This is an optimization exercise on Yosys and OpenROAD, whose aim is small area, a short achievable clock period and few clock cycles per item, not a production implementation.
At most, simulation tests tie the RTL to the original design; equivalence was not proved.
Function not checked in run 1: the RTL went through the layout flow alone.

==> flow/design.v, too long to show whole: its modules and the start of the top module <==
// module arr_mult_fa: 10 lines
// module arr_mult_ha: 9 lines
// module arr_mult_hold: 8 lines
// module arr_multiplier_pipe: 3444 lines
module arr_multiplier_pipe #(
  parameter int INPUT_BIT_SIZE = 32,
  parameter int STAGES         = 4
) (
  input  logic                          Clk,
  input  logic                          Reset,
  input  logic                          InValid,
  output logic                          InReady,
  input  logic [INPUT_BIT_SIZE-1:0]     InA,
  input  logic [INPUT_BIT_SIZE-1:0]     InB,
  input  logic                          Signed,
  output logic                          OutValid,
  input  logic                          OutReady,
  output logic [2*INPUT_BIT_SIZE-1:0]   Out
);
  // ...
==> flow/flow/run.sh <==
#!/bin/bash
# The standard layout, with two changes to how it is made:
#  - the input and output ports get sky130_fd_sc_hd__buf_2 buffers instead of the
#    buffer the resizer picks on its own (a slow delay cell);
#  - the resizer's timing repair aims for SETUP_SLACK_MARGIN ns of setup slack, so it
#    works on the paths that set the achieved period, not only on violations.
# The clock period, SDC and every other setting are the standard flow's.
set -euo pipefail
export SETUP_SLACK_MARGIN=${SETUP_SLACK_MARGIN_OVERRIDE:-18.0}
export BUFFER_PORTS_ARGS="-buffer_cell sky130_fd_sc_hd__buf_2"
bash standard.sh > standard.log 2>&1
==> flow/standard.sh <==
#!/bin/bash
# synth_recipe.tcl (not shown) runs the flow's synth.tcl, then flattens the netlist and writes it again
# the make line also repeats each setting of config.mk as NAME=value (left out here)
make -C /OpenROAD-flow-scripts/flow DESIGN_CONFIG=/design/flow/config.mk WORK_HOME=/design/flow/orfs CLKGATE_MAP_FILE= SYNTH_SCRIPT=/design/flow/synth_recipe.tcl "${@:-finish}"
==> flow/config.mk <==
export PLATFORM = sky130hd
export DESIGN_NAME = arr_multiplier_pipe
export DESIGN_NICKNAME = arr_multiplier_pipe
export VERILOG_FILES = /design/flow/design.v
export SDC_FILE = /design/flow/constraint.sdc
export NUM_CORES = 4
export LEC_CHECK = 0
export ABC_AREA = 1
export CAP_MARGIN = 20
export CORE_MARGIN = 2
export CORE_UTILIZATION = 40
export CTS_CLUSTER_DIAMETER = 100
export CTS_CLUSTER_SIZE = 25
export SLEW_MARGIN = 20
export SYNTH_HIERARCHICAL = 1
export SYNTH_MINIMUM_KEEP_SIZE = 0
==> flow/constraint.sdc <==
create_clock -name core_clock -period 24.0 [get_ports {Clk}]
set_input_delay 4.8000 -clock core_clock [delete_from_list [all_inputs] [get_ports {Clk}]]
set_output_delay 4.8000 -clock core_clock [all_outputs]
set_load 0.01 [all_outputs]
==> out/results.ini, run 1 <==
[yosys]
synth-main-ff-cell=edfxtp_1
synth_fa_ha_area_share_pct=35.3
syn_area_um2=31600
synth_top_family_by_area=adder cells
synthArstFlopShare_pct=1.69
synth_simple_gate_area_share_pct=6.93
synth_most_common_cell=xor2_1

[clocking]
clkSlewWorstSetupHoldPaths_ns=0.10
clock_latency_ns=0.58
clock_path_buffers=3
cts_root_buffer=clkbuf_16
htreeDepth=1

[placement]
dp.cells=4082
placed_area_um2=33100

[route]
drtIter0Drc=2689
wl_per_cell_um=25.5
num_vias=24200

[global_route]
grt_util_met1_pct=33.2
grt_use_met3_pct=7.52
antenna_found_initial=2

[worst_setup_path]
cpMostUsedCell=fa_1
worstSetupEndpoint=m_y37$_DFFE_PN_
cp-start-kind=flip-flop
slowest_delay_ns=0.56
cpMaxStageDelayCell=inv_2
timing.rr.end=m_y37$_DFFE_PN_
regToRegSetupSlack_ns=18.05
crit_arrival_ns=6.24

[outcome]
status=finished clean

[timing]
finalWorstSetupSlack_ns=18.05
slew_headroom_pct=32.8
hold_ws_ns=0.448

[finish]
fillers=7579
stdcell_area_um2=33800
regArea_um2=7590
clock_area_share_pct=1.45
largest_cell_class=multi-input gates
inverters_excl_clock=220
final_cell_mix=xor2_1 (517), fa_1 (501), o22ai_1 (499)
final_util_pct=43.0

[die]
core_um2=78600

==> inputs of run 2 (changes only) <==
--- a/flow/design.v
+++ b/flow/design.v
@@ -25,24 +25,16 @@
   input  logic i_a,
   input  logic i_b,
   output logic o_s,
   output logic o_c
 );
   assign o_s = i_a ^ i_b;
   assign o_c = i_a & i_b;
 endmodule
-module arr_mult_hold (
-  input  logic i_en,
-  input  logic i_d,
-  input  logic i_q,
-  output logic o_d
-);
-  assign o_d = i_en ? i_d : i_q;
-endmodule
 module arr_multiplier_pipe #(
   parameter int INPUT_BIT_SIZE = 32,
   parameter int STAGES         = 4
 ) (
   input  logic                          Clk,
   input  logic                          Reset,
   input  logic                          InValid,
   output logic                          InReady,
@@ -59,22 +51,16 @@
   logic        m_vl;
   logic [31:0] a;
   logic [31:0] b;
   logic        s;
   logic [63:0] prod, o_q;
   assign en      = !q_vl;
   assign o_en    = !o_vl || OutReady;
   assign InReady = !q_vl2;
-  logic [63:0] o_nxt;
-  logic [63:0] o_new;
-  assign o_new = q_vl ? q_q : prod;
-  for (genvar i = 0; i < 64; i++) begin : g_ohold
-    arr_mult_hold u_ohold (.i_en(o_en), .i_d(o_new[i]), .i_q(o_q[i]), .o_d(o_nxt[i]));
-  end
   always_ff @(posedge Clk or negedge Reset) begin
     if (!Reset) begin
       r_vl <= 1'b0;
       o_vl <= 1'b0;
       m_vl <= 1'b0;
       q_vl <= 1'b0;
       q_vl2 <= 1'b0;
     end else begin
@@ -89,17 +75,17 @@
   end
   always_ff @(posedge Clk) begin
     if (en) begin
       a <= InA;
       b <= InB;
       s <= Signed;
     end
     if (!q_vl) q_q <= prod;
-    o_q <= o_nxt;
+    if (o_en) o_q <= q_vl ? q_q : prod;
   end
   assign Out      = o_q;
   assign OutValid = o_vl;
   logic [32:0] a33;
   logic [33:0] b34;
   logic [15:0] bone, btwo, bneg;
   logic        b16;
   assign a33 = {s & a[31], a};
==> flow/flow/run.sh (replaced) <==
#!/bin/bash
# The standard layout, with two changes to how it is made:
#  - the input and output ports get sky130_fd_sc_hd__buf_2 buffers instead of the
#    buffer the resizer picks on its own (a slow delay cell);
#  - the resizer's timing repair aims for SETUP_SLACK_MARGIN ns of setup slack, so it
#    works on the paths that set the achieved period, not only on violations.
# The clock period, SDC and every other setting are the standard flow's.
set -euo pipefail
export SETUP_SLACK_MARGIN=${SETUP_SLACK_MARGIN_OVERRIDE:-18.0}
export BUFFER_PORTS_ARGS="-buffer_cell sky130_fd_sc_hd__buf_2"
export CTS_ARGS="-sink_clustering_enable -repair_clock_nets -dont_use_dummy_load -sink_clustering_size 30 -sink_clustering_max_diameter 90"
bash standard.sh > standard.log 2>&1
==> flow/config.mk (replaced) <==
export PLATFORM = sky130hd
export DESIGN_NAME = arr_multiplier_pipe
export DESIGN_NICKNAME = arr_multiplier_pipe
export VERILOG_FILES = /design/flow/design.v
export SDC_FILE = /design/flow/constraint.sdc
export NUM_CORES = 4
export LEC_CHECK = 0
export ABC_AREA = 1
export CAP_MARGIN = 20
export CORE_MARGIN = 2
export CORE_UTILIZATION = 40
export CTS_CLUSTER_DIAMETER = 90
export CTS_CLUSTER_SIZE = 30
export SLEW_MARGIN = 20
export SYNTH_HIERARCHICAL = 1
export SYNTH_MINIMUM_KEEP_SIZE = 0
==> run 2 against run 1 <==
  * First-iteration DRC count rose by 17%
  * Non-clock buffer count fell by 7
  * Clock skew rose by 0.020 ns
  * Still clean
  * Global-route usage fell by 0.059 points
==> out/results.ini, run 2 <==
[worst_setup_path]
end_kind=output pin  ; was flip-flop
r2r-start=b[25]$_DFFE_PN_  ; was b[3]$_DFFE_PN_
cp-start-kind=flip-flop  ; unchanged
cpMaxStageDelayCell=edfxtp_1  ; was inv_2
slowest_delay_ns=0.51  ; was 0.56 ns
crit_arrival_ns=1.29  ; was 6.24 ns
critPathKind=reg -> out  ; was reg -> reg
regToRegSetupSlack_ns=18.08  ; was 18.05 ns
crit_buf_inv=1  ; was 2
timing.rr.end=m_x44$_DFFE_PN_  ; was m_y37$_DFFE_PN_
reg2reg_depth=13  ; unchanged
worstPathCellList=buf_2  ; was buf_4 > nor2_1 > nor2_1 > inv_2 > o22ai_1 > xor2_1 > fa_1 > fa_1 > fa_1 > fa_1 > fa_1 > fa_1 > fa_1
critical_path.max_fanout=1  ; was 37
crit_required_ns=19.20  ; was 24.29 ns
cp_top_family=flip-flops  ; was adder cells

[min_path]
min_path_cells=2  ; unchanged
min_from=q_q[46]$_DFF_P_  ; was o_q[37]$_DFF_P_
holdPathEnd=q_q[46]$_DFF_P_  ; was o_q[37]$_DFF_P_
hold_class=reg -> reg  ; unchanged

[yosys]
syn_nets=3506  ; was 3762
synth_most_common_cell=xor2_1  ; unchanged
avgSynthCellArea_um2=11.0  ; was 10.2 um^2
synth-seq-cells=296  ; unchanged
syn_area_um2=31300  ; was 31600 um^2
synth_top_area_share_pct=32.1  ; was 31.7%
yosysTopAreaCell=fa_1  ; unchanged
synth_top_family_by_area=adder cells  ; unchanged
synth_compound_area_share_pct=12.5  ; was 12.4%
syn_inst=2846  ; was 3102
synthArstFlopShare_pct=1.69  ; unchanged
synth-main-ff-cell=edfxtp_1  ; unchanged
synth_simple_gate_area_share_pct=4.70  ; was 6.93%
yosys_warnings=7  ; unchanged
synthTopCellsByArea=fa_1 (32%), edfxtp_1 (22%), xor2_1 (14%)  ; was fa_1 (32%), edfxtp_1 (15%), xor2_1 (14%)
synth_fa_ha_area_share_pct=35.7  ; was 35.3%
yosys.area_share.xor_xnor_pct=15.2  ; was 15.1%
synth.distinct_cells=37  ; unchanged
seq_area_frac_synth_pct=26.3  ; was 24.0%
synth_commonest_cells=xor2_1 (517), fa_1 (501), o22ai_1 (499)  ; unchanged
synth_edf_count=227  ; was 163
synthMuxAreaShare_pct=0  ; unchanged

[timing]
finClkSkew_ns=0.0694  ; was 0.0492 ns
hold_viol=0  ; unchanged
finalCriticalPeriod_ns=6.09  ; was 5.95 ns
setup_viol=0  ; unchanged
fin_crit_sh_pct=25.4  ; was 24.8%
worst_pin_slew_ns=0.939  ; was 1.01 ns
drv_slew=0  ; unchanged
rsz0062_at_grt=yes  ; unchanged
setup-tns-final_ns=0  ; unchanged
max_freq_ghz=0.164  ; was 0.168 GHz
slew_headroom_pct=37.3  ; was 32.8%
finalWorstSetupSlack_ns=17.91  ; was 18.05 ns

[global_route]
grt_use_met3_pct=7.85  ; was 7.52%
busiest_layer=met2  ; unchanged
grt_util_met1_pct=33.0  ; was 33.2%
grt_usage_pct=25.6  ; about the same
grt_max_degree=72  ; was 77
grtUsageMet2_pct=38.7  ; was 38.3%
grt_remaining_overflow=0  ; unchanged
grt_pass1_wl_um=157000  ; was 159000 um
antenna_found_initial=0  ; was 2
grt_pass1_vias=24900  ; was 25100

[route]
dr.pass1.iters=6  ; was 5
drtIter0Drc=3138  ; was 2689
route.detailed.drc=0  ; unchanged
drt_wl_total_um=104000  ; was 105000 um
avgViaCountPerCell=6.14  ; was 5.88
wl_per_cell_um=27.2  ; was 25.5 um
ant_nets=0  ; unchanged
num_vias=23600  ; was 24200

[die]
boundaryPins=135  ; unchanged
initial_utilization_pct=40.4  ; was 40.2%
core_um2=77500  ; was 78600 um^2
rows=102  ; was 103
dieArea_um2=80500  ; was 81300 um^2
die-width_um=284  ; was 285 um
die_h_um=284  ; was 285 um

[finish]
area_growth_pct=6.70  ; was 6.85%
fillers=7258  ; was 7579
layout_commonest_cell=xor2_1  ; unchanged
reg_top3=o_q x64, q_q x64  ; unchanged
final_cell_mix=xor2_1 (517), fa_1 (501), o22ai_1 (499)  ; unchanged
diodes=0  ; was 1
drive_gt1_share_pct=10.5  ; was 9.87%
instances_no_fill=3839  ; was 4121
stdcell_area_um2=33400  ; was 33800 um^2
final_net_count=3461  ; was 3720

[flow_run]
drv_cap=0  ; unchanged

[clocking]
cts_tree=yes  ; unchanged
htreeDepth=1  ; unchanged
clkSlewWorstSetupHoldPaths_ns=0.11  ; was 0.10 ns
clock-sinks=296  ; unchanged
clock_path_buffers=3  ; unchanged
numCtsBuffers=19  ; was 16
clock_latency_ns=0.58  ; about the same
cts_root_buffer=clkbuf_16  ; unchanged

[placement]
post-place-ws_ns=17.64  ; was 17.48 ns
portBuffers=134  ; unchanged
dp.cells=3813  ; was 4082
place_hpwl_um=69700  ; was 68900 um
gp_congestion=0.917  ; was 0.914
placed_area_um2=32800  ; was 33100 um^2

[outcome]
status=finished clean  ; unchanged

==> run 2: through the flow <==
step                      utilization [%]  hold slack [ns]
after floorplan                         -            0.414
after global placement               42.3            0.433
after detailed placement             42.3            0.436
after CTS                            43.0            0.454
after global routing                 43.1            0.483
final                                43.1            0.448
==> run 2: cells by family (layout without fill, tap and decap cells) <==
kind of cell,count (synthesis),count (layout)
buf+inv,432,381
xor+xnor,544,544
fa+ha+maj,591,591
simple gates,353,353
compound gates,630,634
flops,296,296
==> run 2: worst max-delay path by stage <==
| stage | from | endpoint | slack [ns] | depth (start not counted) |
|---|---|---|---|---|
| after global placement | OutReady | o_q[52]$_DFFE_PP_ | 17.68 | 4 |
| after detailed placement | OutReady | o_q[52]$_DFFE_PP_ | 17.64 | 4 |
| after floorplan | OutReady | o_q[0]$_DFFE_PP_ | 18.30 | 2 |
| final | o_q[60]$_DFFE_PP_ | Out[60] | 17.91 | 1 |
| after CTS | o_q[60]$_DFFE_PP_ | Out[60] | 17.87 | 1 |
| after global routing | o_q[60]$_DFFE_PP_ | Out[60] | 17.87 | 1 |
==> run 2: final cells by class <==
type | count | area (um^2) | area share, %
Clock buffer | 19 | 475 | 1.42
Multi-Input combinational cell | 2122 | 21500 | 64.5
Tap cell | 1040 | 1300 | 3.90
Inverter | 156 | 612 | 1.83
Sequential cell | 296 | 8230 | 24.6
Timing Repair Buffer | 206 | 1250 | 3.74
==> run 2: per-layer routing <==
metal,part of all wire (%),wire [um]
met5,0,0
met4,6.2,6460
met3,13,13000
met2,44,45800
met1,37,39000
==> run 2: timing repair <==
item                                    in CTS  in global routing
pin swaps                                    4                  3
hold buffers                                 0                  0
endpoints found under the setup margin      16                 47
setup buffers                                1                  2
gates resized for setup                      3                 23
cloned                                       3                  1
==> run 2: Yosys stat by module (local to each module, per instance) <==
module | copies in the design | area (um^2) | cells inside
arr_mult_fa | 493 | 20.0 | 1
arr_multiplier_pipe | 1 | 21200 | 2336
arr_mult_ha | 17 | 12.5 | 1
Testbench counts of run 2, summed over its fixed seeds: cycles 12,024, items 12,000.
==> inputs of run 3 (changes only) <==
--- a/flow/flow/run.sh
+++ b/flow/flow/run.sh
@@ -8,5 +8,5 @@
 set -euo pipefail
 export SETUP_SLACK_MARGIN=${SETUP_SLACK_MARGIN_OVERRIDE:-18.0}
 export BUFFER_PORTS_ARGS="-buffer_cell sky130_fd_sc_hd__buf_2"
-export CTS_ARGS="-sink_clustering_enable -repair_clock_nets -dont_use_dummy_load -sink_clustering_size 30 -sink_clustering_max_diameter 90"
+export CTS_ARGS="-sink_clustering_enable -repair_clock_nets -dont_use_dummy_load -sink_clustering_size 25 -sink_clustering_max_diameter 100"
 bash standard.sh > standard.log 2>&1
--- a/flow/config.mk
+++ b/flow/config.mk
@@ -9,8 +9,8 @@
 export CAP_MARGIN = 20
 export CORE_MARGIN = 2
 export CORE_UTILIZATION = 40
-export CTS_CLUSTER_DIAMETER = 90
-export CTS_CLUSTER_SIZE = 30
+export CTS_CLUSTER_DIAMETER = 100
+export CTS_CLUSTER_SIZE = 25
 export SLEW_MARGIN = 20
 export SYNTH_HIERARCHICAL = 1
 export SYNTH_MINIMUM_KEEP_SIZE = 0
==> run 3 against run 2 <==
  * Design area about the same
  * Count of clock-buffer cells in the layout decreased by 1
  * Highest routed layer unchanged
  * Register-to-register slack improved by 0.02 ns
  * Still clean
  * Fmax increased by 0.44%
  * Critical path depth unchanged
  * First-iteration DRC count increased by 3.6%
==> out/results.ini, run 3 <==
[worst_setup_path]
slowest_delay_ns=0.50  ; was 0.51 ns
end_kind=output pin  ; unchanged
reg2reg_depth=13  ; unchanged
crit_arrival_ns=1.26  ; was 1.29 ns
cpMaxStageDelayCell=edfxtp_1  ; unchanged
crit_required_ns=19.20  ; about the same
crit_buf_inv=1  ; unchanged
critical_path.max_fanout=1  ; unchanged
regToRegSetupSlack_ns=18.10  ; was 18.08 ns
r2r-start=b[11]$_DFFE_PN_  ; was b[25]$_DFFE_PN_
cp-start-kind=flip-flop  ; unchanged
worstPathCellList=buf_2  ; unchanged
timing.rr.end=m_y35$_DFFE_PN_  ; was m_x44$_DFFE_PN_
cp_top_family=flip-flops  ; unchanged
critPathKind=reg -> out  ; unchanged

[yosys]
synthArstFlopShare_pct=1.69  ; unchanged
yosys_warnings=7  ; unchanged
synth_top_family_by_area=adder cells  ; unchanged
yosysTopAreaCell=fa_1  ; unchanged
yosys.area_share.xor_xnor_pct=15.2  ; unchanged
synth-seq-cells=296  ; unchanged
syn_nets=3506  ; unchanged
synth_fa_ha_area_share_pct=35.7  ; unchanged
synthMuxAreaShare_pct=0  ; unchanged
synthTopCellsByArea=fa_1 (32%), edfxtp_1 (22%), xor2_1 (14%)  ; unchanged
synth.distinct_cells=37  ; unchanged
synth_top_area_share_pct=32.1  ; unchanged
synth_edf_count=227  ; unchanged
syn_inst=2846  ; unchanged
syn_area_um2=31300  ; unchanged
seq_area_frac_synth_pct=26.3  ; unchanged
synth_compound_area_share_pct=12.5  ; unchanged
synth_simple_gate_area_share_pct=4.70  ; unchanged
avgSynthCellArea_um2=11.0  ; unchanged
synth-main-ff-cell=edfxtp_1  ; unchanged
synth_commonest_cells=xor2_1 (517), fa_1 (501), o22ai_1 (499)  ; unchanged
synth_most_common_cell=xor2_1  ; unchanged

[timing]
max_freq_ghz=0.165  ; was 0.164 GHz
rsz0062_at_grt=yes  ; unchanged
finClkSkew_ns=0.0526  ; was 0.0694 ns
hold_viol=0  ; unchanged
setup_viol=0  ; unchanged
drv_slew=0  ; unchanged
worst_pin_slew_ns=0.927  ; was 0.939 ns
slew_headroom_pct=38.1  ; was 37.3%
fin_crit_sh_pct=25.3  ; was 25.4%
finalWorstSetupSlack_ns=17.94  ; was 17.91 ns
finalCriticalPeriod_ns=6.06  ; was 6.09 ns
setup-tns-final_ns=0  ; unchanged

[outcome]
status=finished clean  ; unchanged

[die]
die-width_um=284  ; unchanged
dieArea_um2=80500  ; unchanged
boundaryPins=135  ; unchanged
core_um2=77500  ; unchanged
initial_utilization_pct=40.4  ; unchanged
rows=102  ; unchanged
die_h_um=284  ; unchanged

[global_route]
grt_max_degree=72  ; unchanged
grt_pass1_vias=24800  ; was 24900
grt_remaining_overflow=0  ; unchanged
grt_pass1_wl_um=157000  ; about the same
grt_usage_pct=25.5  ; was 25.6%
antenna_found_initial=0  ; unchanged

[finish]
final_net_count=3462  ; was 3461
drive_gt1_share_pct=10.5  ; about the same
area_growth_pct=6.67  ; was 6.70%
final_cell_mix=xor2_1 (517), fa_1 (501), o22ai_1 (499)  ; unchanged
fillers=7263  ; was 7258
final_util_pct=43.1  ; about the same
diodes=0  ; unchanged
reg_top3=o_q x64, q_q x64  ; unchanged
layout_commonest_cell=xor2_1  ; unchanged

[min_path]
holdPathEnd=q_q[46]$_DFF_P_  ; unchanged
hold_class=reg -> reg  ; unchanged
min_path_cells=2  ; unchanged
min_from=q_q[46]$_DFF_P_  ; unchanged

[clocking]
numCtsBuffers=18  ; was 19
clock_path_buffers=3  ; unchanged
clock_latency_ns=0.58  ; about the same
cts_root_buffer=clkbuf_16  ; unchanged
clkSlewWorstSetupHoldPaths_ns=0.09  ; was 0.11 ns
clock-sinks=296  ; unchanged
cts_tree=yes  ; unchanged
htreeDepth=1  ; unchanged

[route]
ant_nets=0  ; unchanged
drt_wl_total_um=105000  ; was 104000 um
wl_per_cell_um=27.2  ; about the same
route.detailed.drc=0  ; unchanged
drtIter0Drc=3252  ; was 3138
num_vias=23700  ; was 23600
avgViaCountPerCell=6.17  ; was 6.14
dr.pass1.iters=7  ; was 6

[placement]
place_hpwl_um=69700  ; unchanged
gp_congestion=0.917  ; unchanged
post-place-ws_ns=17.64  ; unchanged
portBuffers=134  ; unchanged

[flow_run]
drv_cap=0  ; unchanged

## run 3: cell types whose count changed in the layout (fill, tap and decap cells not counted), sizes merged
| cell | delta |
|---|---|
| clkbuf | -1 |
| buf | +2 |
## run 3: layout make-up
class	instances	area, um^2	share of cell area, %
multi-input cells	2122	21500	64.5
flip-flops and latches	296	8230	24.6
well taps	1040	1300	3.90
repair buffers	208	1260	3.78
inverters	156	612	1.83
clock buffers	18	450	1.35
## run 3: worst register-to-register path, stage by stage, from the launching register on
cell and delay [ns]:
edfxtp_1 0.38, buf_4 0.36, nor2_1 0.60, nor2_1 0.19, inv_4 0.42, o22ai_1 0.20, xor2_1 0.21, fa_1 0.52
fa_1 0.53, fa_1 0.46, fa_1 0.41, fa_1 0.48, fa_1 0.40, fa_1 0.43
## run 3: worst max path at each step
stage,startpoint,endpoint,depth (start not counted)
6_report,o_q[60]$_DFFE_PP_,Out[60],1
5_1_grt,o_q[60]$_DFFE_PP_,Out[60],1
4_1_cts,o_q[60]$_DFFE_PP_,Out[60],1
2_1_floorplan,OutReady,o_q[0]$_DFFE_PP_,2
3_5_place_dp,OutReady,o_q[52]$_DFFE_PP_,4
3_3_place_gp,OutReady,o_q[52]$_DFFE_PP_,4
## run 3: Yosys stat by module, one instance, submodules excluded
module               flip-flops and latches  cells inside
arr_multiplier_pipe                     296          2336
arr_mult_ha                               0             1
arr_mult_fa                               0             1
## run 3: what timing repair did
action / CTS / global route
pin swaps: 4 / 4
setup endpoints to repair: 15 / 46
resized for setup: 2 / 22
gates cloned: 3 / 1
hold buffers: 0 / 0
buffers inserted: 1 / 4
## run 3: metal layers
| metal | up-vias | track usage (%) | wire, um |
|---|---|---|---|
| met4 | 0 | 13.7 | 6740 |
| met2 | 1841 | 38.4 | 45900 |
| met1 | 11700 | 33.2 | 39000 |
| met5 | - | 0 | 0 |
| met3 | 493 | 7.48 | 12900 |
| li1 | 9600 | - | - |
## run 3: metrics by stage
stage	hold slack, ns	instances	cell area (um^2)
after global routing	0.485	3840	33400
after detailed placement	0.436	3813	32800
after CTS	0.458	3835	33300
after global placement	0.433	3813	32800
after floorplan	0.414	2846	31300
final	0.451	3840	33400
## run 3: kinds of logic after synthesis
kind of cell,count (synthesis)
XOR/XNOR,544
flip-flops,296
buffers and inverters,432
AO/OA/AOI/OAI,630
AND/OR/NAND/NOR,353
adder cells (fa/ha/maj),591

port drivers added, routing unchanged:
Ports are ideal in the flow. The routed layouts listed here were re-timed in OpenROAD.
Step 1 assumes that a clkbuf_16 drives the clock port and a buf_2 every other input.
Step 2, shift: input delay + t, output delay - t, t = (earliest + latest rising clock arrival at the registers) / 2. This alone moves slack from input paths to output paths.
Slacks: no drivers / after step 1 / after step 2; pairs: no drivers / after step 1.
run | t, ns | setup slack, ns | worst setup path after step 2 | latest minus earliest clock arrival (ns)
run 1 | 0.613 | 18.050 / 18.010 / 17.680 | input to register | 0.050 / 0.050
run 2 | 0.613 | 17.910 / 17.846 / 17.655 | input to register | 0.077 / 0.076
run 3 | 0.615 | 17.937 / 17.871 / 17.661 | input to register | 0.054 / 0.053
After both steps setup and hold are still met in every run listed. The setup slack of run 1, which loses most, moves by -0.040 ns with the drivers and by -0.370 ns with both steps.
